What follows belongs to an exercise in optimizing a design on an open flow for small area, a short achievable clock period and few clock cycles; a production flow would make more cautious choices.
Function was checked by simulation only, so behaviour that the tests miss may differ from the original.
No activity file was given, so power comes from the tool's default toggle rates.

==> flow/design.v <==
package window_mac5_acc_pkg;
  typedef enum logic [1:0] {IDLE, ACCUM, DRAIN, OUT} state_t;
  localparam int DEF_WORD_WIDTH = 16;
  localparam int DEF_FRAC_BITS = 8;
endpackage
module booth_enc (
  input  logic [15:0] w,
  output logic [7:0] one,
  output logic [7:0] two,
  output logic [7:0] neg
);
  assign one[0] = w[0] ^ 1'b0;
  assign two[0] = (w[1] & ~w[0] & ~1'b0) | (~w[1] & w[0] & 1'b0);
  assign neg[0] = w[1];
  assign one[1] = w[2] ^ w[1];
  assign two[1] = (w[3] & ~w[2] & ~w[1]) | (~w[3] & w[2] & w[1]);
  assign neg[1] = w[3];
  assign one[2] = w[4] ^ w[3];
  assign two[2] = (w[5] & ~w[4] & ~w[3]) | (~w[5] & w[4] & w[3]);
  assign neg[2] = w[5];
  assign one[3] = w[6] ^ w[5];
  assign two[3] = (w[7] & ~w[6] & ~w[5]) | (~w[7] & w[6] & w[5]);
  assign neg[3] = w[7];
  assign one[4] = w[8] ^ w[7];
  assign two[4] = (w[9] & ~w[8] & ~w[7]) | (~w[9] & w[8] & w[7]);
  assign neg[4] = w[9];
  assign one[5] = w[10] ^ w[9];
  assign two[5] = (w[11] & ~w[10] & ~w[9]) | (~w[11] & w[10] & w[9]);
  assign neg[5] = w[11];
  assign one[6] = w[12] ^ w[11];
  assign two[6] = (w[13] & ~w[12] & ~w[11]) | (~w[13] & w[12] & w[11]);
  assign neg[6] = w[13];
  assign one[7] = w[14] ^ w[13];
  assign two[7] = (w[15] & ~w[14] & ~w[13]) | (~w[15] & w[14] & w[13]);
  assign neg[7] = w[15];
endmodule
module pp_sum (
  input  logic [7:0] one,
  input  logic [7:0] two,
  input  logic [7:0] neg,
  input  logic [18:0] x,
  output logic [34:0] pa,
  output logic [34:0] pb,
  output logic [34:0] pc
);
  logic [20:0] xe;
  assign xe = {{2{x[18]}}, x};
  logic [19:0] pp0;
  assign pp0 = ({20{one[0]}} & xe[19:0] | {20{two[0]}} & {xe[18:0], 1'b0}) ^ {20{neg[0]}};
  logic [19:0] pp1;
  assign pp1 = ({20{one[1]}} & xe[19:0] | {20{two[1]}} & {xe[18:0], 1'b0}) ^ {20{neg[1]}};
  logic [19:0] pp2;
  assign pp2 = ({20{one[2]}} & xe[19:0] | {20{two[2]}} & {xe[18:0], 1'b0}) ^ {20{neg[2]}};
  logic [19:0] pp3;
  assign pp3 = ({20{one[3]}} & xe[19:0] | {20{two[3]}} & {xe[18:0], 1'b0}) ^ {20{neg[3]}};
  logic [19:0] pp4;
  assign pp4 = ({20{one[4]}} & xe[19:0] | {20{two[4]}} & {xe[18:0], 1'b0}) ^ {20{neg[4]}};
  logic [19:0] pp5;
  assign pp5 = ({20{one[5]}} & xe[19:0] | {20{two[5]}} & {xe[18:0], 1'b0}) ^ {20{neg[5]}};
  logic [19:0] pp6;
  assign pp6 = ({20{one[6]}} & xe[19:0] | {20{two[6]}} & {xe[18:0], 1'b0}) ^ {20{neg[6]}};
  logic [19:0] pp7;
  assign pp7 = ({20{one[7]}} & xe[19:0] | {20{two[7]}} & {xe[18:0], 1'b0}) ^ {20{neg[7]}};
  logic as1, ac1;
  assign as1 = neg[2] ^ pp0[4];
  assign ac1 = neg[2] & pp0[4];
  logic as2, ac2;
  assign as2 = pp0[5] ^ pp1[3];
  assign ac2 = pp0[5] & pp1[3];
  logic as3, ac3;
  assign as3 = neg[3] ^ pp0[6] ^ pp1[4];
  assign ac3 = (neg[3] & pp0[6]) | (neg[3] & pp1[4]) | (pp0[6] & pp1[4]);
  logic as4, ac4;
  assign as4 = pp2[2] ^ pp3[0];
  assign ac4 = pp2[2] & pp3[0];
  logic as5, ac5;
  assign as5 = pp0[7] ^ pp1[5] ^ pp2[3];
  assign ac5 = (pp0[7] & pp1[5]) | (pp0[7] & pp2[3]) | (pp1[5] & pp2[3]);
  logic as6, ac6;
  assign as6 = pp3[1] ^ ac4;
  assign ac6 = pp3[1] & ac4;
  logic as7, ac7;
  assign as7 = neg[4] ^ pp0[8] ^ pp1[6];
  assign ac7 = (neg[4] & pp0[8]) | (neg[4] & pp1[6]) | (pp0[8] & pp1[6]);
  logic as8, ac8;
  assign as8 = pp2[4] ^ pp3[2] ^ pp4[0];
  assign ac8 = (pp2[4] & pp3[2]) | (pp2[4] & pp4[0]) | (pp3[2] & pp4[0]);
  logic as9, ac9;
  assign as9 = ac5 ^ ac6;
  assign ac9 = ac5 & ac6;
  logic as10, ac10;
  assign as10 = pp0[9] ^ pp1[7] ^ pp2[5];
  assign ac10 = (pp0[9] & pp1[7]) | (pp0[9] & pp2[5]) | (pp1[7] & pp2[5]);
  logic as11, ac11;
  assign as11 = pp3[3] ^ pp4[1] ^ ac7;
  assign ac11 = (pp3[3] & pp4[1]) | (pp3[3] & ac7) | (pp4[1] & ac7);
  logic as12, ac12;
  assign as12 = ac8 ^ as10;
  assign ac12 = ac8 & as10;
  logic as13, ac13;
  assign as13 = neg[5] ^ pp0[10] ^ pp1[8];
  assign ac13 = (neg[5] & pp0[10]) | (neg[5] & pp1[8]) | (pp0[10] & pp1[8]);
  logic as14, ac14;
  assign as14 = pp2[6] ^ pp3[4] ^ pp4[2];
  assign ac14 = (pp2[6] & pp3[4]) | (pp2[6] & pp4[2]) | (pp3[4] & pp4[2]);
  logic as15, ac15;
  assign as15 = pp5[0] ^ ac10 ^ as13;
  assign ac15 = (pp5[0] & ac10) | (pp5[0] & as13) | (ac10 & as13);
  logic as16, ac16;
  assign as16 = as14 ^ ac12;
  assign ac16 = as14 & ac12;
  logic as17, ac17;
  assign as17 = pp0[11] ^ pp1[9] ^ pp2[7];
  assign ac17 = (pp0[11] & pp1[9]) | (pp0[11] & pp2[7]) | (pp1[9] & pp2[7]);
  logic as18, ac18;
  assign as18 = pp3[5] ^ pp4[3] ^ pp5[1];
  assign ac18 = (pp3[5] & pp4[3]) | (pp3[5] & pp5[1]) | (pp4[3] & pp5[1]);
  logic as19, ac19;
  assign as19 = ac13 ^ ac14 ^ as17;
  assign ac19 = (ac13 & ac14) | (ac13 & as17) | (ac14 & as17);
  logic as20, ac20;
  assign as20 = as18 ^ ac15;
  assign ac20 = as18 & ac15;
  logic as21, ac21;
  assign as21 = neg[6] ^ pp0[12] ^ pp1[10];
  assign ac21 = (neg[6] & pp0[12]) | (neg[6] & pp1[10]) | (pp0[12] & pp1[10]);
  logic as22, ac22;
  assign as22 = pp2[8] ^ pp3[6] ^ pp4[4];
  assign ac22 = (pp2[8] & pp3[6]) | (pp2[8] & pp4[4]) | (pp3[6] & pp4[4]);
  logic as23, ac23;
  assign as23 = pp5[2] ^ pp6[0] ^ ac17;
  assign ac23 = (pp5[2] & pp6[0]) | (pp5[2] & ac17) | (pp6[0] & ac17);
  logic as24, ac24;
  assign as24 = ac18 ^ as21 ^ as22;
  assign ac24 = (ac18 & as21) | (ac18 & as22) | (as21 & as22);
  logic as25, ac25;
  assign as25 = ac19 ^ as23;
  assign ac25 = ac19 & as23;
  logic as26, ac26;
  assign as26 = pp0[13] ^ pp1[11] ^ pp2[9];
  assign ac26 = (pp0[13] & pp1[11]) | (pp0[13] & pp2[9]) | (pp1[11] & pp2[9]);
  logic as27, ac27;
  assign as27 = pp3[7] ^ pp4[5] ^ pp5[3];
  assign ac27 = (pp3[7] & pp4[5]) | (pp3[7] & pp5[3]) | (pp4[5] & pp5[3]);
  logic as28, ac28;
  assign as28 = pp6[1] ^ ac21 ^ ac22;
  assign ac28 = (pp6[1] & ac21) | (pp6[1] & ac22) | (ac21 & ac22);
  logic as29, ac29;
  assign as29 = as26 ^ as27 ^ ac23;
  assign ac29 = (as26 & as27) | (as26 & ac23) | (as27 & ac23);
  logic as30, ac30;
  assign as30 = ac24 ^ as28;
  assign ac30 = ac24 & as28;
  logic as31, ac31;
  assign as31 = neg[7] ^ pp0[14] ^ pp1[12];
  assign ac31 = (neg[7] & pp0[14]) | (neg[7] & pp1[12]) | (pp0[14] & pp1[12]);
  logic as32, ac32;
  assign as32 = pp2[10] ^ pp3[8] ^ pp4[6];
  assign ac32 = (pp2[10] & pp3[8]) | (pp2[10] & pp4[6]) | (pp3[8] & pp4[6]);
  logic as33, ac33;
  assign as33 = pp5[4] ^ pp6[2] ^ pp7[0];
  assign ac33 = (pp5[4] & pp6[2]) | (pp5[4] & pp7[0]) | (pp6[2] & pp7[0]);
  logic as34, ac34;
  assign as34 = ac26 ^ ac27 ^ as31;
  assign ac34 = (ac26 & ac27) | (ac26 & as31) | (ac27 & as31);
  logic as35, ac35;
  assign as35 = as32 ^ as33 ^ ac28;
  assign ac35 = (as32 & as33) | (as32 & ac28) | (as33 & ac28);
  logic as36, ac36;
  assign as36 = as34 ^ ac30;
  assign ac36 = as34 & ac30;
  logic as37, ac37;
  assign as37 = pp0[15] ^ pp1[13] ^ pp2[11];
  assign ac37 = (pp0[15] & pp1[13]) | (pp0[15] & pp2[11]) | (pp1[13] & pp2[11]);
  logic as38, ac38;
  assign as38 = pp3[9] ^ pp4[7] ^ pp5[5];
  assign ac38 = (pp3[9] & pp4[7]) | (pp3[9] & pp5[5]) | (pp4[7] & pp5[5]);
  logic as39, ac39;
  assign as39 = pp6[3] ^ pp7[1] ^ ac31;
  assign ac39 = (pp6[3] & pp7[1]) | (pp6[3] & ac31) | (pp7[1] & ac31);
  logic as40, ac40;
  assign as40 = ac32 ^ ac33 ^ as37;
  assign ac40 = (ac32 & ac33) | (ac32 & as37) | (ac33 & as37);
  logic as41, ac41;
  assign as41 = as38 ^ ac34 ^ as39;
  assign ac41 = (as38 & ac34) | (as38 & as39) | (ac34 & as39);
  logic as42, ac42;
  assign as42 = as40 ^ ac35;
  assign ac42 = as40 & ac35;
  logic as43, ac43;
  assign as43 = pp0[16] ^ pp1[14] ^ pp2[12];
  assign ac43 = (pp0[16] & pp1[14]) | (pp0[16] & pp2[12]) | (pp1[14] & pp2[12]);
  logic as44, ac44;
  assign as44 = pp3[10] ^ pp4[8] ^ pp5[6];
  assign ac44 = (pp3[10] & pp4[8]) | (pp3[10] & pp5[6]) | (pp4[8] & pp5[6]);
  logic as45, ac45;
  assign as45 = pp6[4] ^ pp7[2] ^ ac37;
  assign ac45 = (pp6[4] & pp7[2]) | (pp6[4] & ac37) | (pp7[2] & ac37);
  logic as46, ac46;
  assign as46 = ac38 ^ as43 ^ as44;
  assign ac46 = (ac38 & as43) | (ac38 & as44) | (as43 & as44);
  logic as47, ac47;
  assign as47 = ac39 ^ ac40 ^ as45;
  assign ac47 = (ac39 & ac40) | (ac39 & as45) | (ac40 & as45);
  logic as48, ac48;
  assign as48 = as46 ^ ac41;
  assign ac48 = as46 & ac41;
  logic as49, ac49;
  assign as49 = pp0[17] ^ pp1[15] ^ pp2[13];
  assign ac49 = (pp0[17] & pp1[15]) | (pp0[17] & pp2[13]) | (pp1[15] & pp2[13]);
  logic as50, ac50;
  assign as50 = pp3[11] ^ pp4[9] ^ pp5[7];
  assign ac50 = (pp3[11] & pp4[9]) | (pp3[11] & pp5[7]) | (pp4[9] & pp5[7]);
  logic as51, ac51;
  assign as51 = pp6[5] ^ pp7[3] ^ ac43;
  assign ac51 = (pp6[5] & pp7[3]) | (pp6[5] & ac43) | (pp7[3] & ac43);
  logic as52, ac52;
  assign as52 = ac44 ^ as49 ^ as50;
  assign ac52 = (ac44 & as49) | (ac44 & as50) | (as49 & as50);
  logic as53, ac53;
  assign as53 = ac45 ^ ac46 ^ as51;
  assign ac53 = (ac45 & ac46) | (ac45 & as51) | (ac46 & as51);
  logic as54, ac54;
  assign as54 = as52 ^ ac47;
  assign ac54 = as52 & ac47;
  logic as55, ac55;
  assign as55 = pp0[18] ^ pp1[16] ^ pp2[14];
  assign ac55 = (pp0[18] & pp1[16]) | (pp0[18] & pp2[14]) | (pp1[16] & pp2[14]);
  logic as56, ac56;
  assign as56 = pp3[12] ^ pp4[10] ^ pp5[8];
  assign ac56 = (pp3[12] & pp4[10]) | (pp3[12] & pp5[8]) | (pp4[10] & pp5[8]);
  logic as57, ac57;
  assign as57 = pp6[6] ^ pp7[4] ^ ac49;
  assign ac57 = (pp6[6] & pp7[4]) | (pp6[6] & ac49) | (pp7[4] & ac49);
  logic as58, ac58;
  assign as58 = ac50 ^ as55 ^ as56;
  assign ac58 = (ac50 & as55) | (ac50 & as56) | (as55 & as56);
  logic as59, ac59;
  assign as59 = ac51 ^ ac52 ^ as57;
  assign ac59 = (ac51 & ac52) | (ac51 & as57) | (ac52 & as57);
  logic as60, ac60;
  assign as60 = as58 ^ ac53;
  assign ac60 = as58 & ac53;
  logic as61, ac61;
  assign as61 = ~pp0[19] ^ pp1[17] ^ pp2[15];
  assign ac61 = (~pp0[19] & pp1[17]) | (~pp0[19] & pp2[15]) | (pp1[17] & pp2[15]);
  logic as62, ac62;
  assign as62 = pp3[13] ^ pp4[11] ^ pp5[9];
  assign ac62 = (pp3[13] & pp4[11]) | (pp3[13] & pp5[9]) | (pp4[11] & pp5[9]);
  logic as63, ac63;
  assign as63 = pp6[7] ^ pp7[5] ^ ac55;
  assign ac63 = (pp6[7] & pp7[5]) | (pp6[7] & ac55) | (pp7[5] & ac55);
  logic as64, ac64;
  assign as64 = ac56 ^ as61 ^ as62;
  assign ac64 = (ac56 & as61) | (ac56 & as62) | (as61 & as62);
  logic as65, ac65;
  assign as65 = ac57 ^ ac58 ^ as63;
  assign ac65 = (ac57 & ac58) | (ac57 & as63) | (ac58 & as63);
  logic as66, ac66;
  assign as66 = as64 ^ ac59;
  assign ac66 = as64 & ac59;
  logic as67, ac67;
  assign as67 = pp1[18] ^ pp2[16] ^ pp3[14];
  assign ac67 = (pp1[18] & pp2[16]) | (pp1[18] & pp3[14]) | (pp2[16] & pp3[14]);
  logic as68, ac68;
  assign as68 = pp4[12] ^ pp5[10] ^ pp6[8];
  assign ac68 = (pp4[12] & pp5[10]) | (pp4[12] & pp6[8]) | (pp5[10] & pp6[8]);
  logic as69, ac69;
  assign as69 = pp7[6] ^ ac61 ^ ac62;
  assign ac69 = (pp7[6] & ac61) | (pp7[6] & ac62) | (ac61 & ac62);
  logic as70, ac70;
  assign as70 = as67 ^ as68 ^ ac63;
  assign ac70 = (as67 & as68) | (as67 & ac63) | (as68 & ac63);
  logic as71, ac71;
  assign as71 = ac64 ^ as69 ^ as70;
  assign ac71 = (ac64 & as69) | (ac64 & as70) | (as69 & as70);
  logic as72, ac72;
  assign as72 = ~pp1[19] ^ pp2[17] ^ pp3[15];
  assign ac72 = (~pp1[19] & pp2[17]) | (~pp1[19] & pp3[15]) | (pp2[17] & pp3[15]);
  logic as73, ac73;
  assign as73 = pp4[13] ^ pp5[11] ^ pp6[9];
  assign ac73 = (pp4[13] & pp5[11]) | (pp4[13] & pp6[9]) | (pp5[11] & pp6[9]);
  logic as74, ac74;
  assign as74 = pp7[7] ^ ac67 ^ ac68;
  assign ac74 = (pp7[7] & ac67) | (pp7[7] & ac68) | (ac67 & ac68);
  logic as75, ac75;
  assign as75 = as72 ^ as73 ^ ac69;
  assign ac75 = (as72 & as73) | (as72 & ac69) | (as73 & ac69);
  logic as76, ac76;
  assign as76 = as74 ^ ac70;
  assign ac76 = as74 & ac70;
  logic as77, ac77;
  assign as77 = pp2[18] ^ pp3[16] ^ pp4[14];
  assign ac77 = (pp2[18] & pp3[16]) | (pp2[18] & pp4[14]) | (pp3[16] & pp4[14]);
  logic as78, ac78;
  assign as78 = pp5[12] ^ pp6[10] ^ pp7[8];
  assign ac78 = (pp5[12] & pp6[10]) | (pp5[12] & pp7[8]) | (pp6[10] & pp7[8]);
  logic as79, ac79;
  assign as79 = ac72 ^ ac73 ^ as77;
  assign ac79 = (ac72 & ac73) | (ac72 & as77) | (ac73 & as77);
  logic as80, ac80;
  assign as80 = as78 ^ ac74 ^ as79;
  assign ac80 = (as78 & ac74) | (as78 & as79) | (ac74 & as79);
  logic as81, ac81;
  assign as81 = ~pp2[19] ^ pp3[17] ^ pp4[15];
  assign ac81 = (~pp2[19] & pp3[17]) | (~pp2[19] & pp4[15]) | (pp3[17] & pp4[15]);
  logic as82, ac82;
  assign as82 = pp5[13] ^ pp6[11] ^ pp7[9];
  assign ac82 = (pp5[13] & pp6[11]) | (pp5[13] & pp7[9]) | (pp6[11] & pp7[9]);
  logic as83, ac83;
  assign as83 = ac77 ^ ac78 ^ as81;
  assign ac83 = (ac77 & ac78) | (ac77 & as81) | (ac78 & as81);
  logic as84, ac84;
  assign as84 = as82 ^ ac79;
  assign ac84 = as82 & ac79;
  logic as85, ac85;
  assign as85 = pp3[18] ^ pp4[16] ^ pp5[14];
  assign ac85 = (pp3[18] & pp4[16]) | (pp3[18] & pp5[14]) | (pp4[16] & pp5[14]);
  logic as86, ac86;
  assign as86 = pp6[12] ^ pp7[10] ^ ac81;
  assign ac86 = (pp6[12] & pp7[10]) | (pp6[12] & ac81) | (pp7[10] & ac81);
  logic as87, ac87;
  assign as87 = ac82 ^ as85 ^ ac83;
  assign ac87 = (ac82 & as85) | (ac82 & ac83) | (as85 & ac83);
  logic as88, ac88;
  assign as88 = ~pp3[19] ^ pp4[17] ^ pp5[15];
  assign ac88 = (~pp3[19] & pp4[17]) | (~pp3[19] & pp5[15]) | (pp4[17] & pp5[15]);
  logic as89, ac89;
  assign as89 = pp6[13] ^ pp7[11] ^ ac85;
  assign ac89 = (pp6[13] & pp7[11]) | (pp6[13] & ac85) | (pp7[11] & ac85);
  logic as90, ac90;
  assign as90 = as88 ^ ac86;
  assign ac90 = as88 & ac86;
  logic as91, ac91;
  assign as91 = pp4[18] ^ pp5[16] ^ pp6[14];
  assign ac91 = (pp4[18] & pp5[16]) | (pp4[18] & pp6[14]) | (pp5[16] & pp6[14]);
  logic as92, ac92;
  assign as92 = pp7[12] ^ ac88 ^ as91;
  assign ac92 = (pp7[12] & ac88) | (pp7[12] & as91) | (ac88 & as91);
  logic as93, ac93;
  assign as93 = ~pp4[19] ^ pp5[17] ^ pp6[15];
  assign ac93 = (~pp4[19] & pp5[17]) | (~pp4[19] & pp6[15]) | (pp5[17] & pp6[15]);
  logic as94, ac94;
  assign as94 = pp7[13] ^ ac91;
  assign ac94 = pp7[13] & ac91;
  logic as95, ac95;
  assign as95 = pp5[18] ^ pp6[16] ^ pp7[14];
  assign ac95 = (pp5[18] & pp6[16]) | (pp5[18] & pp7[14]) | (pp6[16] & pp7[14]);
  logic as96, ac96;
  assign as96 = ~pp5[19] ^ pp6[17];
  assign ac96 = ~pp5[19] & pp6[17];
  assign pa[0] = neg[0];
  assign pb[0] = pp0[0];
  assign pc[0] = 1'b0;
  assign pa[1] = pp0[1];
  assign pb[1] = 1'b0;
  assign pc[1] = 1'b0;
  assign pa[2] = neg[1];
  assign pb[2] = pp0[2];
  assign pc[2] = pp1[0];
  assign pa[3] = pp0[3];
  assign pb[3] = pp1[1];
  assign pc[3] = 1'b0;
  assign pa[4] = pp1[2];
  assign pb[4] = pp2[0];
  assign pc[4] = as1;
  assign pa[5] = pp2[1];
  assign pb[5] = ac1;
  assign pc[5] = as2;
  assign pa[6] = ac2;
  assign pb[6] = as4;
  assign pc[6] = as3;
  assign pa[7] = ac3;
  assign pb[7] = as5;
  assign pc[7] = as6;
  assign pa[8] = as7;
  assign pb[8] = as8;
  assign pc[8] = as9;
  assign pa[9] = ac9;
  assign pb[9] = as12;
  assign pc[9] = as11;
  assign pa[10] = ac11;
  assign pb[10] = as15;
  assign pc[10] = as16;
  assign pa[11] = ac16;
  assign pb[11] = as19;
  assign pc[11] = as20;
  assign pa[12] = as24;
  assign pb[12] = ac20;
  assign pc[12] = as25;
  assign pa[13] = ac25;
  assign pb[13] = as30;
  assign pc[13] = as29;
  assign pa[14] = ac29;
  assign pb[14] = as35;
  assign pc[14] = as36;
  assign pa[15] = ac36;
  assign pb[15] = as41;
  assign pc[15] = as42;
  assign pa[16] = as47;
  assign pb[16] = ac42;
  assign pc[16] = as48;
  assign pa[17] = as53;
  assign pb[17] = ac48;
  assign pc[17] = as54;
  assign pa[18] = as59;
  assign pb[18] = ac54;
  assign pc[18] = as60;
  assign pa[19] = as65;
  assign pb[19] = ac60;
  assign pc[19] = as66;
  assign pa[20] = ac65;
  assign pb[20] = ac66;
  assign pc[20] = as71;
  assign pa[21] = as75;
  assign pb[21] = as76;
  assign pc[21] = ac71;
  assign pa[22] = ac75;
  assign pb[22] = as80;
  assign pc[22] = ac76;
  assign pa[23] = as83;
  assign pb[23] = as84;
  assign pc[23] = ac80;
  assign pa[24] = as86;
  assign pb[24] = ac84;
  assign pc[24] = as87;
  assign pa[25] = as89;
  assign pb[25] = as90;
  assign pc[25] = ac87;
  assign pa[26] = ac89;
  assign pb[26] = as92;
  assign pc[26] = ac90;
  assign pa[27] = as93;
  assign pb[27] = as94;
  assign pc[27] = ac92;
  assign pa[28] = ac93;
  assign pb[28] = as95;
  assign pc[28] = ac94;
  assign pa[29] = pp7[15];
  assign pb[29] = as96;
  assign pc[29] = ac95;
  assign pa[30] = pp6[18];
  assign pb[30] = pp7[16];
  assign pc[30] = ac96;
  assign pa[31] = ~pp6[19];
  assign pb[31] = pp7[17];
  assign pc[31] = 1'b0;
  assign pa[32] = pp7[18];
  assign pb[32] = 1'b0;
  assign pc[32] = 1'b0;
  assign pa[33] = ~pp7[19];
  assign pb[33] = 1'b0;
  assign pc[33] = 1'b0;
  assign pa[34] = 1'b0;
  assign pb[34] = 1'b0;
  assign pc[34] = 1'b0;
endmodule
module acc_add (
  input  logic [41:0] acc,
  input  logic [7:0] cin,
  input  logic [34:0] pa,
  input  logic [34:0] pb,
  input  logic [34:0] pc,
  output logic [41:0] acc_n,
  output logic [7:0] cout
);
  logic [41:0] r0, r1;
  logic bs1, bc1;
  assign bs1 = acc[0] ^ pa[0] ^ pb[0];
  assign bc1 = (acc[0] & pa[0]) | (acc[0] & pb[0]) | (pa[0] & pb[0]);
  logic bs2, bc2;
  assign bs2 = acc[1] ^ pa[1] ^ pb[1];
  assign bc2 = (acc[1] & pa[1]) | (acc[1] & pb[1]) | (pa[1] & pb[1]);
  logic bs3, bc3;
  assign bs3 = pc[1] ^ bc1;
  assign bc3 = pc[1] & bc1;
  logic bs4, bc4;
  assign bs4 = acc[2] ^ pa[2] ^ pb[2];
  assign bc4 = (acc[2] & pa[2]) | (acc[2] & pb[2]) | (pa[2] & pb[2]);
  logic bs5, bc5;
  assign bs5 = pc[2] ^ bc2 ^ bs4;
  assign bc5 = (pc[2] & bc2) | (pc[2] & bs4) | (bc2 & bs4);
  logic bs6, bc6;
  assign bs6 = acc[3] ^ pa[3] ^ pb[3];
  assign bc6 = (acc[3] & pa[3]) | (acc[3] & pb[3]) | (pa[3] & pb[3]);
  logic bs7, bc7;
  assign bs7 = pc[3] ^ bc4 ^ bs6;
  assign bc7 = (pc[3] & bc4) | (pc[3] & bs6) | (bc4 & bs6);
  logic bs8, bc8;
  assign bs8 = acc[4] ^ pa[4] ^ pb[4];
  assign bc8 = (acc[4] & pa[4]) | (acc[4] & pb[4]) | (pa[4] & pb[4]);
  logic bs9, bc9;
  assign bs9 = pc[4] ^ bc6 ^ bs8;
  assign bc9 = (pc[4] & bc6) | (pc[4] & bs8) | (bc6 & bs8);
  logic bs10, bc10;
  assign bs10 = acc[5] ^ pa[5] ^ pb[5];
  assign bc10 = (acc[5] & pa[5]) | (acc[5] & pb[5]) | (pa[5] & pb[5]);
  logic bs11, bc11;
  assign bs11 = pc[5] ^ bc8 ^ bs10;
  assign bc11 = (pc[5] & bc8) | (pc[5] & bs10) | (bc8 & bs10);
  logic bs12, bc12;
  assign bs12 = acc[6] ^ pa[6] ^ pb[6];
  assign bc12 = (acc[6] & pa[6]) | (acc[6] & pb[6]) | (pa[6] & pb[6]);
  logic bs13, bc13;
  assign bs13 = pc[6] ^ bc10 ^ bs12;
  assign bc13 = (pc[6] & bc10) | (pc[6] & bs12) | (bc10 & bs12);
  logic bs14, bc14;
  assign bs14 = acc[7] ^ pa[7] ^ pb[7];
  assign bc14 = (acc[7] & pa[7]) | (acc[7] & pb[7]) | (pa[7] & pb[7]);
  logic bs15, bc15;
  assign bs15 = pc[7] ^ bc12 ^ bs14;
  assign bc15 = (pc[7] & bc12) | (pc[7] & bs14) | (bc12 & bs14);
  logic bs16, bc16;
  assign bs16 = acc[8] ^ pa[8] ^ pb[8];
  assign bc16 = (acc[8] & pa[8]) | (acc[8] & pb[8]) | (pa[8] & pb[8]);
  logic bs17, bc17;
  assign bs17 = pc[8] ^ bc14 ^ bs16;
  assign bc17 = (pc[8] & bc14) | (pc[8] & bs16) | (bc14 & bs16);
  logic bs18, bc18;
  assign bs18 = acc[9] ^ pa[9] ^ pb[9];
  assign bc18 = (acc[9] & pa[9]) | (acc[9] & pb[9]) | (pa[9] & pb[9]);
  logic bs19, bc19;
  assign bs19 = pc[9] ^ bc16 ^ bs18;
  assign bc19 = (pc[9] & bc16) | (pc[9] & bs18) | (bc16 & bs18);
  logic bs20, bc20;
  assign bs20 = acc[10] ^ pa[10] ^ pb[10];
  assign bc20 = (acc[10] & pa[10]) | (acc[10] & pb[10]) | (pa[10] & pb[10]);
  logic bs21, bc21;
  assign bs21 = pc[10] ^ bc18 ^ bs20;
  assign bc21 = (pc[10] & bc18) | (pc[10] & bs20) | (bc18 & bs20);
  logic bs22, bc22;
  assign bs22 = acc[11] ^ pa[11] ^ pb[11];
  assign bc22 = (acc[11] & pa[11]) | (acc[11] & pb[11]) | (pa[11] & pb[11]);
  logic bs23, bc23;
  assign bs23 = pc[11] ^ bc20 ^ bs22;
  assign bc23 = (pc[11] & bc20) | (pc[11] & bs22) | (bc20 & bs22);
  logic bs24, bc24;
  assign bs24 = acc[12] ^ pa[12] ^ pb[12];
  assign bc24 = (acc[12] & pa[12]) | (acc[12] & pb[12]) | (pa[12] & pb[12]);
  logic bs25, bc25;
  assign bs25 = pc[12] ^ bc22 ^ bs24;
  assign bc25 = (pc[12] & bc22) | (pc[12] & bs24) | (bc22 & bs24);
  logic bs26, bc26;
  assign bs26 = acc[13] ^ pa[13] ^ pb[13];
  assign bc26 = (acc[13] & pa[13]) | (acc[13] & pb[13]) | (pa[13] & pb[13]);
  logic bs27, bc27;
  assign bs27 = pc[13] ^ bc24 ^ bs26;
  assign bc27 = (pc[13] & bc24) | (pc[13] & bs26) | (bc24 & bs26);
  logic bs28, bc28;
  assign bs28 = acc[14] ^ pa[14] ^ pb[14];
  assign bc28 = (acc[14] & pa[14]) | (acc[14] & pb[14]) | (pa[14] & pb[14]);
  logic bs29, bc29;
  assign bs29 = pc[14] ^ bc26 ^ bs28;
  assign bc29 = (pc[14] & bc26) | (pc[14] & bs28) | (bc26 & bs28);
  logic bs30, bc30;
  assign bs30 = acc[15] ^ pa[15] ^ pb[15];
  assign bc30 = (acc[15] & pa[15]) | (acc[15] & pb[15]) | (pa[15] & pb[15]);
  logic bs31, bc31;
  assign bs31 = pc[15] ^ bc28 ^ bs30;
  assign bc31 = (pc[15] & bc28) | (pc[15] & bs30) | (bc28 & bs30);
  logic bs32, bc32;
  assign bs32 = acc[16] ^ pa[16] ^ pb[16];
  assign bc32 = (acc[16] & pa[16]) | (acc[16] & pb[16]) | (pa[16] & pb[16]);
  logic bs33, bc33;
  assign bs33 = pc[16] ^ bc30 ^ bs32;
  assign bc33 = (pc[16] & bc30) | (pc[16] & bs32) | (bc30 & bs32);
  logic bs34, bc34;
  assign bs34 = acc[17] ^ pa[17] ^ pb[17];
  assign bc34 = (acc[17] & pa[17]) | (acc[17] & pb[17]) | (pa[17] & pb[17]);
  logic bs35, bc35;
  assign bs35 = pc[17] ^ bc32 ^ bs34;
  assign bc35 = (pc[17] & bc32) | (pc[17] & bs34) | (bc32 & bs34);
  logic bs36, bc36;
  assign bs36 = acc[18] ^ pa[18] ^ pb[18];
  assign bc36 = (acc[18] & pa[18]) | (acc[18] & pb[18]) | (pa[18] & pb[18]);
  logic bs37, bc37;
  assign bs37 = pc[18] ^ bc34 ^ bs36;
  assign bc37 = (pc[18] & bc34) | (pc[18] & bs36) | (bc34 & bs36);
  logic bs38, bc38;
  assign bs38 = 1'b1 ^ acc[19] ^ pa[19];
  assign bc38 = (1'b1 & acc[19]) | (1'b1 & pa[19]) | (acc[19] & pa[19]);
  logic bs39, bc39;
  assign bs39 = pb[19] ^ pc[19] ^ bc36;
  assign bc39 = (pb[19] & pc[19]) | (pb[19] & bc36) | (pc[19] & bc36);
  logic bs40, bc40;
  assign bs40 = bs38 ^ bc37;
  assign bc40 = bs38 & bc37;
  logic bs41, bc41;
  assign bs41 = 1'b1 ^ acc[20] ^ pa[20];
  assign bc41 = (1'b1 & acc[20]) | (1'b1 & pa[20]) | (acc[20] & pa[20]);
  logic bs42, bc42;
  assign bs42 = pb[20] ^ pc[20] ^ bc38;
  assign bc42 = (pb[20] & pc[20]) | (pb[20] & bc38) | (pc[20] & bc38);
  logic bs43, bc43;
  assign bs43 = bs41 ^ bc39 ^ bs42;
  assign bc43 = (bs41 & bc39) | (bs41 & bs42) | (bc39 & bs42);
  logic bs44, bc44;
  assign bs44 = acc[21] ^ pa[21] ^ pb[21];
  assign bc44 = (acc[21] & pa[21]) | (acc[21] & pb[21]) | (pa[21] & pb[21]);
  logic bs45, bc45;
  assign bs45 = pc[21] ^ bc41 ^ bs44;
  assign bc45 = (pc[21] & bc41) | (pc[21] & bs44) | (bc41 & bs44);
  logic bs46, bc46;
  assign bs46 = bc42 ^ bs45;
  assign bc46 = bc42 & bs45;
  logic bs47, bc47;
  assign bs47 = 1'b1 ^ acc[22] ^ pa[22];
  assign bc47 = (1'b1 & acc[22]) | (1'b1 & pa[22]) | (acc[22] & pa[22]);
  logic bs48, bc48;
  assign bs48 = pb[22] ^ pc[22] ^ bc44;
  assign bc48 = (pb[22] & pc[22]) | (pb[22] & bc44) | (pc[22] & bc44);
  logic bs49, bc49;
  assign bs49 = bs47 ^ bc45 ^ bs48;
  assign bc49 = (bs47 & bc45) | (bs47 & bs48) | (bc45 & bs48);
  logic bs50, bc50;
  assign bs50 = acc[23] ^ pa[23] ^ pb[23];
  assign bc50 = (acc[23] & pa[23]) | (acc[23] & pb[23]) | (pa[23] & pb[23]);
  logic bs51, bc51;
  assign bs51 = pc[23] ^ bc47 ^ bs50;
  assign bc51 = (pc[23] & bc47) | (pc[23] & bs50) | (bc47 & bs50);
  logic bs52, bc52;
  assign bs52 = bc48 ^ bs51;
  assign bc52 = bc48 & bs51;
  logic bs53, bc53;
  assign bs53 = 1'b1 ^ acc[24] ^ pa[24];
  assign bc53 = (1'b1 & acc[24]) | (1'b1 & pa[24]) | (acc[24] & pa[24]);
  logic bs54, bc54;
  assign bs54 = pb[24] ^ pc[24] ^ bc50;
  assign bc54 = (pb[24] & pc[24]) | (pb[24] & bc50) | (pc[24] & bc50);
  logic bs55, bc55;
  assign bs55 = bs53 ^ bc51 ^ bs54;
  assign bc55 = (bs53 & bc51) | (bs53 & bs54) | (bc51 & bs54);
  logic bs56, bc56;
  assign bs56 = acc[25] ^ pa[25] ^ pb[25];
  assign bc56 = (acc[25] & pa[25]) | (acc[25] & pb[25]) | (pa[25] & pb[25]);
  logic bs57, bc57;
  assign bs57 = pc[25] ^ bc53 ^ bs56;
  assign bc57 = (pc[25] & bc53) | (pc[25] & bs56) | (bc53 & bs56);
  logic bs58, bc58;
  assign bs58 = bc54 ^ bs57;
  assign bc58 = bc54 & bs57;
  logic bs59, bc59;
  assign bs59 = 1'b1 ^ acc[26] ^ pa[26];
  assign bc59 = (1'b1 & acc[26]) | (1'b1 & pa[26]) | (acc[26] & pa[26]);
  logic bs60, bc60;
  assign bs60 = pb[26] ^ pc[26] ^ bc56;
  assign bc60 = (pb[26] & pc[26]) | (pb[26] & bc56) | (pc[26] & bc56);
  logic bs61, bc61;
  assign bs61 = bs59 ^ bc57 ^ bs60;
  assign bc61 = (bs59 & bc57) | (bs59 & bs60) | (bc57 & bs60);
  logic bs62, bc62;
  assign bs62 = acc[27] ^ pa[27] ^ pb[27];
  assign bc62 = (acc[27] & pa[27]) | (acc[27] & pb[27]) | (pa[27] & pb[27]);
  logic bs63, bc63;
  assign bs63 = pc[27] ^ bc59 ^ bs62;
  assign bc63 = (pc[27] & bc59) | (pc[27] & bs62) | (bc59 & bs62);
  logic bs64, bc64;
  assign bs64 = bc60 ^ bs63;
  assign bc64 = bc60 & bs63;
  logic bs65, bc65;
  assign bs65 = 1'b1 ^ acc[28] ^ pa[28];
  assign bc65 = (1'b1 & acc[28]) | (1'b1 & pa[28]) | (acc[28] & pa[28]);
  logic bs66, bc66;
  assign bs66 = pb[28] ^ pc[28] ^ bc62;
  assign bc66 = (pb[28] & pc[28]) | (pb[28] & bc62) | (pc[28] & bc62);
  logic bs67, bc67;
  assign bs67 = bs65 ^ bc63 ^ bs66;
  assign bc67 = (bs65 & bc63) | (bs65 & bs66) | (bc63 & bs66);
  logic bs68, bc68;
  assign bs68 = acc[29] ^ pa[29] ^ pb[29];
  assign bc68 = (acc[29] & pa[29]) | (acc[29] & pb[29]) | (pa[29] & pb[29]);
  logic bs69, bc69;
  assign bs69 = pc[29] ^ bc65 ^ bs68;
  assign bc69 = (pc[29] & bc65) | (pc[29] & bs68) | (bc65 & bs68);
  logic bs70, bc70;
  assign bs70 = bc66 ^ bs69;
  assign bc70 = bc66 & bs69;
  logic bs71, bc71;
  assign bs71 = 1'b1 ^ acc[30] ^ pa[30];
  assign bc71 = (1'b1 & acc[30]) | (1'b1 & pa[30]) | (acc[30] & pa[30]);
  logic bs72, bc72;
  assign bs72 = pb[30] ^ pc[30] ^ bc68;
  assign bc72 = (pb[30] & pc[30]) | (pb[30] & bc68) | (pc[30] & bc68);
  logic bs73, bc73;
  assign bs73 = bs71 ^ bc69 ^ bs72;
  assign bc73 = (bs71 & bc69) | (bs71 & bs72) | (bc69 & bs72);
  logic bs74, bc74;
  assign bs74 = acc[31] ^ pa[31] ^ pb[31];
  assign bc74 = (acc[31] & pa[31]) | (acc[31] & pb[31]) | (pa[31] & pb[31]);
  logic bs75, bc75;
  assign bs75 = pc[31] ^ bc71 ^ bs74;
  assign bc75 = (pc[31] & bc71) | (pc[31] & bs74) | (bc71 & bs74);
  logic bs76, bc76;
  assign bs76 = bc72 ^ bs75;
  assign bc76 = bc72 & bs75;
  logic bs77, bc77;
  assign bs77 = 1'b1 ^ acc[32] ^ pa[32];
  assign bc77 = (1'b1 & acc[32]) | (1'b1 & pa[32]) | (acc[32] & pa[32]);
  logic bs78, bc78;
  assign bs78 = pb[32] ^ pc[32] ^ bc74;
  assign bc78 = (pb[32] & pc[32]) | (pb[32] & bc74) | (pc[32] & bc74);
  logic bs79, bc79;
  assign bs79 = bs77 ^ bc75 ^ bs78;
  assign bc79 = (bs77 & bc75) | (bs77 & bs78) | (bc75 & bs78);
  logic bs80, bc80;
  assign bs80 = acc[33] ^ pa[33] ^ pb[33];
  assign bc80 = (acc[33] & pa[33]) | (acc[33] & pb[33]) | (pa[33] & pb[33]);
  logic bs81, bc81;
  assign bs81 = pc[33] ^ bc77 ^ bs80;
  assign bc81 = (pc[33] & bc77) | (pc[33] & bs80) | (bc77 & bs80);
  logic bs82, bc82;
  assign bs82 = bc78 ^ bs81;
  assign bc82 = bc78 & bs81;
  logic bs83, bc83;
  assign bs83 = 1'b1 ^ acc[34] ^ pa[34];
  assign bc83 = (1'b1 & acc[34]) | (1'b1 & pa[34]) | (acc[34] & pa[34]);
  logic bs84, bc84;
  assign bs84 = pb[34] ^ pc[34] ^ bc80;
  assign bc84 = (pb[34] & pc[34]) | (pb[34] & bc80) | (pc[34] & bc80);
  logic bs85, bc85;
  assign bs85 = bs83 ^ bc81 ^ bs84;
  assign bc85 = (bs83 & bc81) | (bs83 & bs84) | (bc81 & bs84);
  logic bs86, bc86;
  assign bs86 = 1'b1 ^ acc[35] ^ bc83;
  assign bc86 = (1'b1 & acc[35]) | (1'b1 & bc83) | (acc[35] & bc83);
  logic bs87, bc87;
  assign bs87 = bc84 ^ bs86;
  assign bc87 = bc84 & bs86;
  logic bs88, bc88;
  assign bs88 = 1'b1 ^ acc[36] ^ bc86;
  assign bc88 = (1'b1 & acc[36]) | (1'b1 & bc86) | (acc[36] & bc86);
  logic bs89, bc89;
  assign bs89 = 1'b1 ^ acc[37];
  assign bc89 = 1'b1 & acc[37];
  logic bs90, bc90;
  assign bs90 = 1'b1 ^ acc[38];
  assign bc90 = 1'b1 & acc[38];
  logic bs91, bc91;
  assign bs91 = 1'b1 ^ acc[39];
  assign bc91 = 1'b1 & acc[39];
  logic bs92, bc92;
  assign bs92 = 1'b1 ^ acc[40];
  assign bc92 = 1'b1 & acc[40];
  logic bs93, bc93;
  assign bs93 = 1'b1 ^ acc[41];
  assign bc93 = 1'b1 & acc[41];
  assign r0[0] = pc[0];
  assign r1[0] = bs1;
  assign r0[1] = bs2;
  assign r1[1] = bs3;
  assign r0[2] = bc3;
  assign r1[2] = bs5;
  assign r0[3] = bc5;
  assign r1[3] = bs7;
  assign r0[4] = bc7;
  assign r1[4] = bs9;
  assign r0[5] = bc9;
  assign r1[5] = bs11;
  assign r0[6] = bc11;
  assign r1[6] = bs13;
  assign r0[7] = bc13;
  assign r1[7] = bs15;
  assign r0[8] = bc15;
  assign r1[8] = bs17;
  assign r0[9] = bc17;
  assign r1[9] = bs19;
  assign r0[10] = bc19;
  assign r1[10] = bs21;
  assign r0[11] = bc21;
  assign r1[11] = bs23;
  assign r0[12] = bc23;
  assign r1[12] = bs25;
  assign r0[13] = bc25;
  assign r1[13] = bs27;
  assign r0[14] = bc27;
  assign r1[14] = bs29;
  assign r0[15] = bc29;
  assign r1[15] = bs31;
  assign r0[16] = bc31;
  assign r1[16] = bs33;
  assign r0[17] = bc33;
  assign r1[17] = bs35;
  assign r0[18] = bc35;
  assign r1[18] = bs37;
  assign r0[19] = bs39;
  assign r1[19] = bs40;
  assign r0[20] = bc40;
  assign r1[20] = bs43;
  assign r0[21] = bs46;
  assign r1[21] = bc43;
  assign r0[22] = bc46;
  assign r1[22] = bs49;
  assign r0[23] = bs52;
  assign r1[23] = bc49;
  assign r0[24] = bc52;
  assign r1[24] = bs55;
  assign r0[25] = bs58;
  assign r1[25] = bc55;
  assign r0[26] = bc58;
  assign r1[26] = bs61;
  assign r0[27] = bs64;
  assign r1[27] = bc61;
  assign r0[28] = bc64;
  assign r1[28] = bs67;
  assign r0[29] = bs70;
  assign r1[29] = bc67;
  assign r0[30] = bc70;
  assign r1[30] = bs73;
  assign r0[31] = bs76;
  assign r1[31] = bc73;
  assign r0[32] = bc76;
  assign r1[32] = bs79;
  assign r0[33] = bs82;
  assign r1[33] = bc79;
  assign r0[34] = bc82;
  assign r1[34] = bs85;
  assign r0[35] = bs87;
  assign r1[35] = bc85;
  assign r0[36] = bc87;
  assign r1[36] = bs88;
  assign r0[37] = bs89;
  assign r1[37] = bc88;
  assign r0[38] = bc89;
  assign r1[38] = bs90;
  assign r0[39] = bc90;
  assign r1[39] = bs91;
  assign r0[40] = bc91;
  assign r1[40] = bs92;
  assign r0[41] = bc92;
  assign r1[41] = bs93;
  assign {cout[0], acc_n[4:0]} = 6'(r0[4:0]) + 6'(r1[4:0]) + 6'(1'b0);
  assign {cout[1], acc_n[9:5]} = 6'(r0[9:5]) + 6'(r1[9:5]) + 6'(cin[0]);
  assign {cout[2], acc_n[14:10]} = 6'(r0[14:10]) + 6'(r1[14:10]) + 6'(cin[1]);
  assign {cout[3], acc_n[19:15]} = 6'(r0[19:15]) + 6'(r1[19:15]) + 6'(cin[2]);
  assign {cout[4], acc_n[24:20]} = 6'(r0[24:20]) + 6'(r1[24:20]) + 6'(cin[3]);
  assign {cout[5], acc_n[29:25]} = 6'(r0[29:25]) + 6'(r1[29:25]) + 6'(cin[4]);
  assign {cout[6], acc_n[34:30]} = 6'(r0[34:30]) + 6'(r1[34:30]) + 6'(cin[5]);
  assign {cout[7], acc_n[39:35]} = 6'(r0[39:35]) + 6'(r1[39:35]) + 6'(cin[6]);
  assign acc_n[41:40] = r0[41:40] + r1[41:40] + 2'(cin[7]);
endmodule
import window_mac5_acc_pkg::*;
module window_mac5_acc #(
  parameter int WORD_WIDTH = window_mac5_acc_pkg::DEF_WORD_WIDTH,
  parameter int FRAC_BITS  = window_mac5_acc_pkg::DEF_FRAC_BITS,
  parameter int CNT_WIDTH  = 8
) (
  input  logic                  clk,
  input  logic                  rst,
  input  logic                  w_load,
  input  logic [2:0]            w_idx,
  input  logic [WORD_WIDTH-1:0] w_data,
  input  logic                  start,
  input  logic [CNT_WIDTH-1:0]  acc_len,
  input  logic                  in_valid,
  input  logic [WORD_WIDTH-1:0] data_in_0,
  input  logic [WORD_WIDTH-1:0] data_in_1,
  input  logic [WORD_WIDTH-1:0] data_in_2,
  input  logic [WORD_WIDTH-1:0] data_in_3,
  input  logic [WORD_WIDTH-1:0] data_in_4,
  output logic                  busy,
  output logic                  out_valid,
  output logic [WORD_WIDTH-1:0] out_data
);
  localparam int XW = WORD_WIDTH + 3;             
  localparam int SW = 2 * WORD_WIDTH + CNT_WIDTH + 2;   
  localparam int PW = 35;                         
  localparam int L1 = 7;                          
  localparam int L2 = 13;
  localparam logic [CNT_WIDTH-1:0] DONE_CNT = CNT_WIDTH'(-7);
  localparam int CH = 5;                          
  localparam int NCH = (SW + CH - 1) / CH;
  logic [4:0][WORD_WIDTH-1:0] weight;
  logic [4:0][WORD_WIDTH-1:0] window;
  logic [4:0][XW-1:0] x_sum, x_keep, x_add, x_nxt;
  logic [4:0] x_c1, x_c2, c1_nxt, c2_nxt;
  logic [4:0] ring;
  logic [4:0] w_set;       
  logic [XW-1:0] xr, x_sel, x_pick;
  logic c1_sel, c2_sel;
  logic [WORD_WIDTH-1:0] w_sel;
  logic [WORD_WIDTH/2-1:0] one, two, neg, one_r, two_r, neg_r;
  logic [PW-1:0] pa, pb, pc, pa_r, pb_r, pc_r;
  logic [SW-1:0] acc, acc_nxt, total, pend;
  logic [NCH-2:0] acc_cy, cy_nxt;
  logic [CNT_WIDTH-1:0] cnt;
  logic accum;
  logic idle, busy_nx;
  logic [4:0] ring_nx, keep;
  logic go, accept, last, fire;
  logic [SW-FRAC_BITS-1:0] rounded;
  logic [WORD_WIDTH-1:0] result;
  logic in_range;
  assign window = {data_in_4, data_in_3, data_in_2, data_in_1, data_in_0};
  assign go = idle && start && acc_len != '0;
  assign accept = accum && in_valid;
  assign last = accept && cnt == CNT_WIDTH'(1);
  assign fire = !idle && !accum && cnt == DONE_CNT;
  assign busy_nx = idle ? go : !fire;
  assign ring_nx = {ring[3:0], ring[4]};
  for (genvar i = 0; i < 5; i++) begin : g_tap
    assign x_keep[i] = keep[i] ? x_sum[i] : XW'(0);
    assign x_add[i] = accept ? XW'($signed(window[i])) : XW'(0);
    assign {c1_nxt[i], x_nxt[i][L1-1:0]} = (L1+1)'(x_keep[i][L1-1:0]) + (L1+1)'(x_add[i][L1-1:0]);
    assign {c2_nxt[i], x_nxt[i][L2-1:L1]} = (L2-L1+1)'(x_keep[i][L2-1:L1])
                                          + (L2-L1+1)'(x_add[i][L2-1:L1]) + (L2-L1+1)'(keep[i] && x_c1[i]);
    assign x_nxt[i][XW-1:L2] = x_keep[i][XW-1:L2] + x_add[i][XW-1:L2] + (XW-L2)'(keep[i] && x_c2[i]);
  end
  always_comb begin
    x_sel = '0;
    c1_sel = 1'b0;
    c2_sel = 1'b0;
    w_sel = '0;
    for (int i = 0; i < 5; i++) begin
      x_sel = x_sel | ({XW{ring[i]}} & x_sum[i]);
      c1_sel = c1_sel | (ring[i] & x_c1[i]);
      c2_sel = c2_sel | (ring[i] & x_c2[i]);
      w_sel = w_sel | ({WORD_WIDTH{ring[i] && w_set[i]}} & weight[i]);
    end
  end
  assign x_pick = {x_sel[XW-1:L1] + (XW-L1)'({c2_sel, {(L2-L1-1){1'b0}}, c1_sel}), x_sel[L1-1:0]};
  booth_enc u_enc (
    .w(w_sel),
    .one(one),
    .two(two),
    .neg(neg)
  );
  pp_sum u_pp (
    .one(one_r),
    .two(two_r),
    .neg(neg_r),
    .x(xr),
    .pa(pa),
    .pb(pb),
    .pc(pc)
  );
  acc_add u_acc (
    .acc(acc),
    .cin(acc_cy),
    .pa(pa_r),
    .pb(pb_r),
    .pc(pc_r),
    .acc_n(acc_nxt),
    .cout(cy_nxt)
  );
  always_comb begin
    pend = '0;
    for (int c = 1; c < NCH; c++) pend[c*CH] = acc_cy[c-1];
  end
  assign total = acc + pend;
  assign rounded = total[SW-1:FRAC_BITS];
  assign in_range = &rounded[SW-FRAC_BITS-1:WORD_WIDTH-1] || ~|rounded[SW-FRAC_BITS-1:WORD_WIDTH-1];
  assign result = in_range ? rounded[WORD_WIDTH-1:0]
                           : {rounded[SW-FRAC_BITS-1], {(WORD_WIDTH-1){~rounded[SW-FRAC_BITS-1]}}};
  always_ff @(posedge clk) begin
    x_sum <= x_nxt;
    x_c1 <= c1_nxt;
    x_c2 <= c2_nxt;
    xr <= (idle || rst) ? '0 : x_pick;
    one_r <= one;
    two_r <= two;
    neg_r <= neg;
    pa_r <= pa;
    pb_r <= pb;
    pc_r <= pc;
    for (int i = 0; i < 5; i++)
      if (idle && w_load && w_idx == 3'(i)) weight[i] <= w_data;
    acc <= idle ? SW'(1 << (FRAC_BITS - 1)) : acc_nxt;
    acc_cy <= idle ? '0 : cy_nxt;
    keep <= (busy_nx && !rst) ? ~ring_nx : '0;
    cnt <= idle ? acc_len : cnt - CNT_WIDTH'(!accum || in_valid);
    if (rst) begin
      ring <= 5'b00001;
      busy <= 1'b0;
      idle <= 1'b1;
      accum <= 1'b0;
      out_valid <= 1'b0;
      out_data <= '0;
      w_set <= '0;
    end else begin
      ring <= ring_nx;
      busy <= busy_nx;
      idle <= !busy_nx;
      accum <= accum ? !last : go;
      out_valid <= fire;
      if (fire) out_data <= result;
      for (int i = 0; i < 5; i++)
        if (idle && w_load && w_idx == 3'(i)) w_set[i] <= 1'b1;
    end
  end
endmodule
==> flow/flow/run.sh <==
#!/bin/bash
set -euo pipefail
export BUFFER_PORTS_ARGS="-buffer_cell sky130_fd_sc_hd__buf_2"
bash standard.sh finish > standard.log 2>&1
==> flow/standard.sh <==
#!/bin/bash
# synth_recipe.tcl (not shown) runs the flow's synth.tcl, then flattens the netlist and writes it again
# the make line also repeats each setting of config.mk as NAME=value (left out here)
make -C /OpenROAD-flow-scripts/flow DESIGN_CONFIG=/design/flow/config.mk WORK_HOME=/design/flow/orfs CLKGATE_MAP_FILE= SYNTH_SCRIPT=/design/flow/synth_recipe.tcl "${@:-finish}"
==> flow/config.mk <==
export PLATFORM = sky130hd
export DESIGN_NAME = window_mac5_acc
export DESIGN_NICKNAME = window_mac5_acc
export VERILOG_FILES = /design/flow/design.v
export SDC_FILE = /design/flow/constraint.sdc
export NUM_CORES = 4
export LEC_CHECK = 0
export CAP_MARGIN = 20
export CORE_MARGIN = 2
export CORE_UTILIZATION = 40
export CTS_BUF_LIST = sky130_fd_sc_hd__clkbuf_4 sky130_fd_sc_hd__clkbuf_8
export SETUP_SLACK_MARGIN = 4.2
export SLEW_MARGIN = 20
==> flow/constraint.sdc <==
create_clock -name core_clock -period 7.5 [get_ports {clk}]
set_input_delay 1.5000 -clock core_clock [delete_from_list [all_inputs] [get_ports {clk}]]
set_output_delay 1.5000 -clock core_clock [all_outputs]
set_load 0.01 [all_outputs]
==> impl_metrics.py, run 1 <==
metrics = {
    "logic_synthesis": {
        "synthAdderAreaFrac_pct": 22.04,
        "ys.flop_type": "dfxtp_1",
        "synthSimpleGateAreaFrac_pct": 11.12,
        "synth_top_family_by_area": "adder cells",
        "avgSynthCellArea_um2": 10.04,
        "async_reset_ff_share_pct": 0,
        "synth_nets": 2977,
        "ys_seq_elements": 414,
        "postSynthCellCount": 2523,
        "synth.distinct_cells": 75,
        "yosys_warnings": 1,
        "synthesis.area_um2": 25340,
        "synth-edff-count": 80,
        "synth-xor-area-share_pct": 9.886,
        "synth_compound_area_share_pct": 14.28,
        "synthMuxAreaShare_pct": 0.1235,
        "yosysSeqAreaShare_pct": 35.87,
    },
    "setup_path": {
        "reg2reg_slack_ns": 4.31,
        "cp.required_ns": 8.03,
        "crit_buf_inv": 2,
        "crit_path_frequent_cell": "fa_2",
        "critPathTopFamily": "adder cells",
        "timing.rr.end": "acc[34]",
        "crit-reg2reg-launch": "acc[29]",
        "crit_fanout": 6,
        "cp.arrival_ns": 3.72,
        "cp_cell_sequence": "fa_2, inv_2, fa_1, fa_1, inv_1, fa_2, fa_2, a21o_1, a21oi_2, xnor2_1, nor2_1",
        "endpoint_kind": "register",
        "cpPeakStageDelay_ns": 0.54,
        "r2r_cells": 11,
        "cpMaxStageDelayCell": "fa_1",
        "cp-start-kind": "register",
        "crit_type": "register to register",
    },
    "placement": {
        "placed_cell_area_um2": 26600,
        "dp_hpwl_um": 43360,
        "portBuffers": 129,
        "gp_congestion": 0.8708,
    },
    "grt": {
        "grt_pass1_vias": 18497,
        "grt_max_degree": 71,
        "antenna_found_initial": 2,
        "met3_usage_pct": 3.654,
        "grt_pass1_wl_um": 97180,
        "top_usage_layer": "met2",
        "use_met2_pct": 29.62,
        "groute.layer.met1.usage_pct": 24.72,
        "grt_usage_pct": 18.23,
        "grt-ovfl-total": 0,
    },
    "floorplanning": {
        "ios": 130,
        "die_h_um": 255.7,
        "dieArea_um2": 65370,
        "row_count": 92,
        "coreArea_um2": 62850,
        "start_util_pct": 40.31,
        "fp.dieW_um": 255.7,
    },
    "pwr": {
        "p_per_area_nw_per_um2": 214.8,
        "switching_share_pct": 30.43,
        "ir_drop_uv": 117.2,
        "internal_power_uw": 4235,
        "p_total_uw": 6088,
        "power_frac_comb_pct": 22.3,
        "p_switching_uw": 1853,
        "pwr-share-seq_pct": 42.5,
        "leakage_uw": 0.01278,
        "p_clk_share_pct": 35.2,
    },
    "finish": {
        "drive_above_1_share_pct": 13.38,
        "fillCellCount": 5989,
        "final_common_cell": "dfxtp_1",
        "fin_nets": 3053,
        "final_cell_mix": "dfxtp_1 (327), inv_1 (281), xnor2_1 (202)",
        "area_growth_pct": 11.84,
        "post-route-cell-area_um2": 28340,
    },
    "min_path": {
        "hold_start": "out_data[15]",
        "hold_class": "register to register",
        "worstHoldPathCells": 2,
        "min_to": "out_data[15]",
    },
    "sta": {
        "period_share_pct": 42.55,
        "rsz0062_at_grt": "false",
        "setup_viol": 0,
        "fin_crit_ns": 3.191,
        "drv_slew": 0,
        "worst_clock_skew_ns": 0.03561,
        "setup_tns_ns": 0,
        "worst_slew_pin_slew_ns": 0.9856,
        "slew-limit-headroom_pct": 34.20,
        "hold_slack_ns": 0.4556,
        "max_freq_mhz": 313.3,
        "final-hold-violation-count": 0,
    },
    "routing": {
        "final_antenna_net_count": 0,
        "drc": 0,
        "vias_per_cell": 5.105,
        "routedWlPerCell_um": 16.85,
        "via_count": 17874,
        "wirelength_um": 59010,
        "drtPass1Iterations": 8,
        "detail_route.iter0.violations": 1211,
    },
    "status": {
        "status": "no timing/DRC/antenna violations",
    },
    "clocking": {
        "clk_latency_ns": 0.68,
        "tritoncts": "yes",
        "clockBufferDepth": 3,
        "htreeDepth": 3,
        "cts_made_buffers": 73,
        "cts-root-buf": "clkbuf_8",
        "path_clk_slew_ns": 0.06,
        "clock_sinks": 414,
    },
    "run": {
        "maxCapViolCount": 0,
    },
}
==> per-stage QoR <==
stage	util (%)	setup slack, ns	instances
floorplan	-	4.201	2523
global placement	42.32	2.761	3356
detailed placement	42.32	2.644	3356
CTS	44.86	4.217	3492
global route	45.08	4.198	3501
finish	45.08	4.309	3501
==> metal layers <==
metal | routed length (µm) | up-vias
li1 | - | 8673
met1 | 27200 | 8597
met2 | 27260 | 516
met3 | 3477 | 86
met4 | 1051 | 2
met5 | 13 | -
==> cell type report <==
class                   instances  area (µm²)  share of cell area (%)
repair buffers                158       894.6                   3.157
flip-flops and latches        414        9100                   32.11
diodes                          1       2.502                0.008831
clock buffers                 106        1334                   4.707
inverters                     284        1070                   3.775
clock inverters                24       171.4                  0.6049
multi-input cells            1668       14710                   51.90
well taps                     846        1059                   3.736
==> worst max path at each step <==
stage / to / cells after the start / from
2_1_floorplan: acc[34] / 11 / pa_r[29]
3_3_place_gp: x_c1[2] / 12 / in_valid
3_5_place_dp: x_c1[0] / 12 / in_valid
4_1_cts: acc[29] / 9 / acc[25]
5_1_grt: out_data[9] / 13 / acc_cy[2]
6_report: acc[34] / 11 / acc[29]
==> power groups by stage <==
| stage | logic (µW) | clock network [µW] | registers [µW] |
|---|---|---|---|
| 2_1_floorplan | 1100 | 0 | 2530 |
| 3_3_place_gp | 1290 | 0 | 2630 |
| 3_5_place_dp | 1330 | 0 | 2630 |
| 4_1_cts | 1350 | 2210 | 2590 |
| 5_1_grt | 1570 | 2300 | 2610 |
| 6_report | 1360 | 2140 | 2590 |
==> Yosys cell counts, types with 4 or more instances <==
cell / number / area share (%)
nand2_1: 147 / 2.2
a22oi_1: 185 / 5.5
fa_1: 174 / 14
clkbuf_1: 131 / 1.9
xor2_1: 84 / 2.9
nor3_1: 19 / 0.38
o21a_1: 7 / 0.21
a222oi_1: 21 / 0.83
and3_1: 76 / 1.9
o21ai_2: 5 / 0.17
a211oi_2: 11 / 0.54
and2_1: 86 / 2.1
edfxtp_1: 80 / 9.5
o21ai_0: 47 / 0.93
or3_1: 4 / 0.099
nand2b_1: 17 / 0.42
a21o_1: 58 / 1.7
a221oi_1: 15 / 0.52
a21oi_1: 92 / 1.8
buf_1: 17 / 0.25
nand4_1: 10 / 0.25
buf_4: 5 / 0.15
xnor2_1: 202 / 7.0
inv_1: 283 / 4.2
nor2_1: 78 / 1.2
o21bai_1: 15 / 0.44
nor2b_1: 41 / 1.0
nand3_1: 25 / 0.49
ha_1: 168 / 8.3
nor4_1: 10 / 0.25
a31oi_1: 10 / 0.25
dfxtp_1: 334 / 26
and4_1: 6 / 0.21
==> cell families (layout without fill, tap and decap cells) <==
family | count (synthesis) | after routing
flops | 414 | 414
compound gates | 502 | 502
fa+ha+maj | 342 | 342
other cells | 0 | 1
mux | 3 | 3
simple gates | 535 | 535
buf+inv | 441 | 572
xor+xnor | 286 | 286
==> worst reg2reg max path, delay by kind of cell (launching register included) <==
family / cells / cell delay (ns)
XOR/XNOR: 1 / 0.12
buffers and inverters: 2 / 0.12
flip-flops: 1 / 0.38
AND/OR/NAND/NOR: 1 / 0.05
adder cells (fa/ha/maj): 5 / 2.06
AO/OA/AOI/OAI: 2 / 0.34
==> flip-flops by register name (all words and copies together) (netlist names) <==
signal,flops
ring,5
cnt,8
xr,19
accum,1
x_c2,5
neg_r,8
out_data,16
x_c1,5
busy,1
acc_cy,8
pa_r,34
keep,5
pb_r,31
two_r,8
pc_r,28
weight,80
one_r,8
idle,1
out_valid,1
w_set,5
acc,42
x_sum,95
==> repair_timing <==
action                     4_1_cts  5_1_grt
gates cloned                     0        0
setup endpoints to repair      110       24
resized for setup               12       20
hold buffers                     0        0
setup buffers                    6        8
pin swaps                        2        6
Testbench counts, summed over its fixed seeds: cycles 17,141.
==> inputs of run 2 (changes only) <==
--- a/flow/config.mk
+++ b/flow/config.mk
@@ -8,6 +8,6 @@
 export CAP_MARGIN = 20
 export CORE_MARGIN = 2
 export CORE_UTILIZATION = 40
-export CTS_BUF_LIST = sky130_fd_sc_hd__clkbuf_4 sky130_fd_sc_hd__clkbuf_8
 export SETUP_SLACK_MARGIN = 4.2
 export SLEW_MARGIN = 20
+export TNS_END_PERCENT = 20
==> run 2 against run 1 <==
Register-to-register slack worse by 0.03 ns. Via count up 0.51%. Sequential share of layout area down 0.091 points. Flip-flop and latch count unchanged. Highest routed layer unchanged. Synthesized cell count unchanged. Critical path type unchanged. Routed wire length up 1.3%. Largest power group unchanged. Non-clock buffer count down 2. Power up 4.9%. Sequential power about the same.
==> impl_metrics.py, run 2 <==
metrics = {
    "sta": {
        "setup_tns_ns": 0,
        "period_share_pct": 42.95,
        "worst_slew_pin_slew_ns": 1.045,
        "setup_ws_ns": 4.279,
        "setup_viol": 0,
        "slew-limit-headroom_pct": 30.26,
        "fin_crit_ns": 3.221,
        "worst_clock_skew_ns": 0.03036,
        "final-hold-violation-count": 0,
        "max_freq_mhz": 310.4,
        "drv_slew": 0,
        "rsz0062_at_grt": "true",
    },
    "pwr": {
        "ir_drop_uv": 179.1,
        "p_total_uw": 6385,
        "p_per_area_nw_per_um2": 224.7,
        "leakage_uw": 0.01279,
    },
    "floorplanning": {
        "coreArea_um2": 62850,
        "ios": 130,
        "die_h_um": 255.7,
        "row_count": 92,
        "start_util_pct": 40.31,
        "dieArea_um2": 65370,
        "fp.dieW_um": 255.7,
    },
    "clocking": {
        "htreeDepth": 2,
        "tritoncts": "yes",
        "ctsHoldBuffers": 0,
        "clk_latency_ns": 0.58,
        "clockBufferDepth": 3,
        "clock_sinks": 414,
        "cts_made_buffers": 46,
        "path_clk_slew_ns": 0.06,
        "cts-root-buf": "clkbuf_16",
    },
    "logic_synthesis": {
        "ys.flop_type": "dfxtp_1",
        "synthAdderAreaFrac_pct": 22.04,
        "async_reset_ff_share_pct": 0,
        "avgSynthCellArea_um2": 10.04,
        "netlist_top_cells_count": "dfxtp_1 (334), inv_1 (283), xnor2_1 (202)",
        "yosys_warnings": 1,
        "synthMuxAreaShare_pct": 0.1235,
        "synth_top_family_by_area": "adder cells",
        "synth_compound_area_share_pct": 14.28,
        "synth_area_leaders": "dfxtp_1 (26%), fa_1 (14%), edfxtp_1 (9.5%)",
        "synthSimpleGateAreaFrac_pct": 11.12,
        "synth_nets": 2977,
        "synth.distinct_cells": 75,
        "synth_top_area_share_pct": 26.39,
        "synthesis.area_um2": 25340,
        "synth-xor-area-share_pct": 9.886,
        "postSynthCellCount": 2523,
        "yosys.area.top_type": "dfxtp_1",
        "synth-edff-count": 80,
        "ys_seq_elements": 414,
        "yosysSeqAreaShare_pct": 35.87,
        "yosys.cell_count.top_type": "dfxtp_1",
    },
    "finish": {
        "drive_above_1_share_pct": 11.23,
        "n_antenna_cell": 0,
        "area_growth_pct": 12.12,
        "top_register": "x_sum",
        "final_core_util_pct": 45.20,
        "fin_nets": 3025,
        "final_common_cell": "dfxtp_1",
        "reg_top3": "x_sum x95, weight x80, acc x42",
        "largest_register_ffs": 95,
        "final_cell_mix": "dfxtp_1 (329), inv_1 (282), xnor2_1 (202)",
    },
    "setup_path": {
        "crit_fanout": 6,
        "cpPeakStageDelay_ns": 0.55,
        "crit_type": "register to register",
        "cp-start-kind": "register",
        "crit_buf_inv": 2,
        "cp.required_ns": 7.92,
        "cp_cell_sequence": "fa_1, inv_1, fa_1, fa_1, inv_1, fa_2, fa_2, a21o_1, a21oi_2, xnor2_1, nor2_1",
        "cp.arrival_ns": 3.64,
        "crit_path_frequent_cell": "fa_1",
        "endpoint_kind": "register",
        "cpMaxStageDelayCell": "fa_1",
        "critPathTopFamily": "adder cells",
    },
    "placement": {
        "dp_hpwl_um": 43950,
        "gp_congestion": 0.8577,
        "place_ws_ns": 2.640,
        "portBuffers": 129,
    },
    "grt": {
        "grt_max_degree": 71,
        "grt_pass1_wl_um": 98120,
        "antenna_found_initial": 2,
        "grt_pass1_vias": 18529,
        "grt-ovfl-total": 0,
        "grt_usage_pct": 18.26,
    },
    "run": {
        "maxCapViolCount": 0,
    },
    "routing": {
        "wirelength_um": 59790,
        "final_antenna_net_count": 0,
        "routedWlPerCell_um": 17.31,
        "drc": 0,
        "vias_per_cell": 5.200,
        "drtPass1Iterations": 7,
        "via_count": 17966,
        "detail_route.iter0.violations": 1305,
    },
    "status": {
        "status": "no timing/DRC/antenna violations",
    },
    "min_path": {
        "hold_class": "register to register",
    },
}
==> run 2: where the power goes <==
group          internal, µW  total [µW]  switching, µW  leakage [µW]
clock network          1490        2440            944      0.000819
logic                   637        1360            722       0.00853
registers              2410        2590            180       0.00345
==> run 2: logic make-up after synthesis <==
family,Yosys count
multiplexers,3
AND/OR/NAND/NOR,535
adder cells (fa/ha/maj),342
buffers and inverters,441
XOR/XNOR,286
flip-flops,414
AO/OA/AOI/OAI,502
==> run 2: per-stage QoR <==
stage	cells	area [µm²]	hold WS (ns)
floorplan	2523	25340	0.3475
global placement	3354	26540	0.4398
detailed placement	3354	26540	0.4469
CTS	3444	28260	0.4566
global route	3455	28410	0.4864
finish	3455	28410	0.4556
==> run 2: final cells by class <==
type / instances / area (µm²)
Clock buffer: 64 / 1373
Timing Repair Buffer: 156 / 858.3
Inverter: 284 / 1070
Fill cell: 5973 / 34440
Tap cell: 846 / 1059
Clock inverter: 22 / 301.5
Multi-Input combinational cell: 1669 / 14650
Sequential cell: 414 / 9097
==> run 2: final timing paths <==
kind / from / end / slack (ns) / cells after the start
max: acc[29] / acc[34] / 4.28 / 11
min: out_data[15] / out_data[15] / 0.46 / 2
max reg2reg: acc[29] / acc[34] / 4.28 / 11
min reg2reg: out_data[15] / out_data[15] / 0.46 / 2
==> run 2: what timing repair did <==
| item | CTS | global route |
|---|---|---|
| setup buffers | 4 | 10 |
| cloned | 0 | 1 |
| endpoints found under the setup margin | 118 | 33 |
| gates resized for setup | 9 | 18 |
| pin swaps | 1 | 6 |
==> run 2: routing by layer <==
layer	part of all wire, %	vias up	track usage [%]
li1	-	8622	-
met3	5.8	86	3.020
met4	1.8	2	4.743
met5	0.012	-	0
met1	46	8753	24.83
met2	46	503	30.17
==> run 2: worst register-to-register path, stage by stage (launching register included) <==
cell and delay, ns:
dfxtp_4 0.37, fa_1 0.36, inv_1 0.08, fa_1 0.44, fa_1 0.55, inv_1 0.05
fa_2 0.35, fa_2 0.36, a21o_1 0.20, a21oi_2 0.14, xnor2_1 0.13, nor2_1 0.05

what the ideal ports hide:
The flow's constraints put no driver on any port. The routed layouts listed below were extracted and timed again, unchanged, in two steps. Step 1, drivers: a clkbuf_16 drives clk and a buf_2 each remaining input, both assumed. Step 2 moves the port delays by t, midway between the first and last clock arrival at a register: inputs arrive t later, outputs are due t later. That takes back most of the time a late clock gives input paths. a / b / c = ideal / step 1 / step 2; a / b = the first two.
| run | shift t [ns] | slack for setup (ns) | worst setup path at the end | worst data-port slew with drivers (ns) | pins driven straight from the clock port |
|---|---|---|---|---|---|
| run 1 | 0.714 | 4.309 / 4.309 / 3.688 | input to register | 0.09 | 1 |
| run 2 | 0.629 | 4.279 / 4.279 / 3.774 | input to register | 0.06 | 1 |
After both steps every run listed still meets setup and hold. For run 1, which loses most, drivers alone change the setup slack by 0.000 ns; drivers and shift together by -0.621 ns.
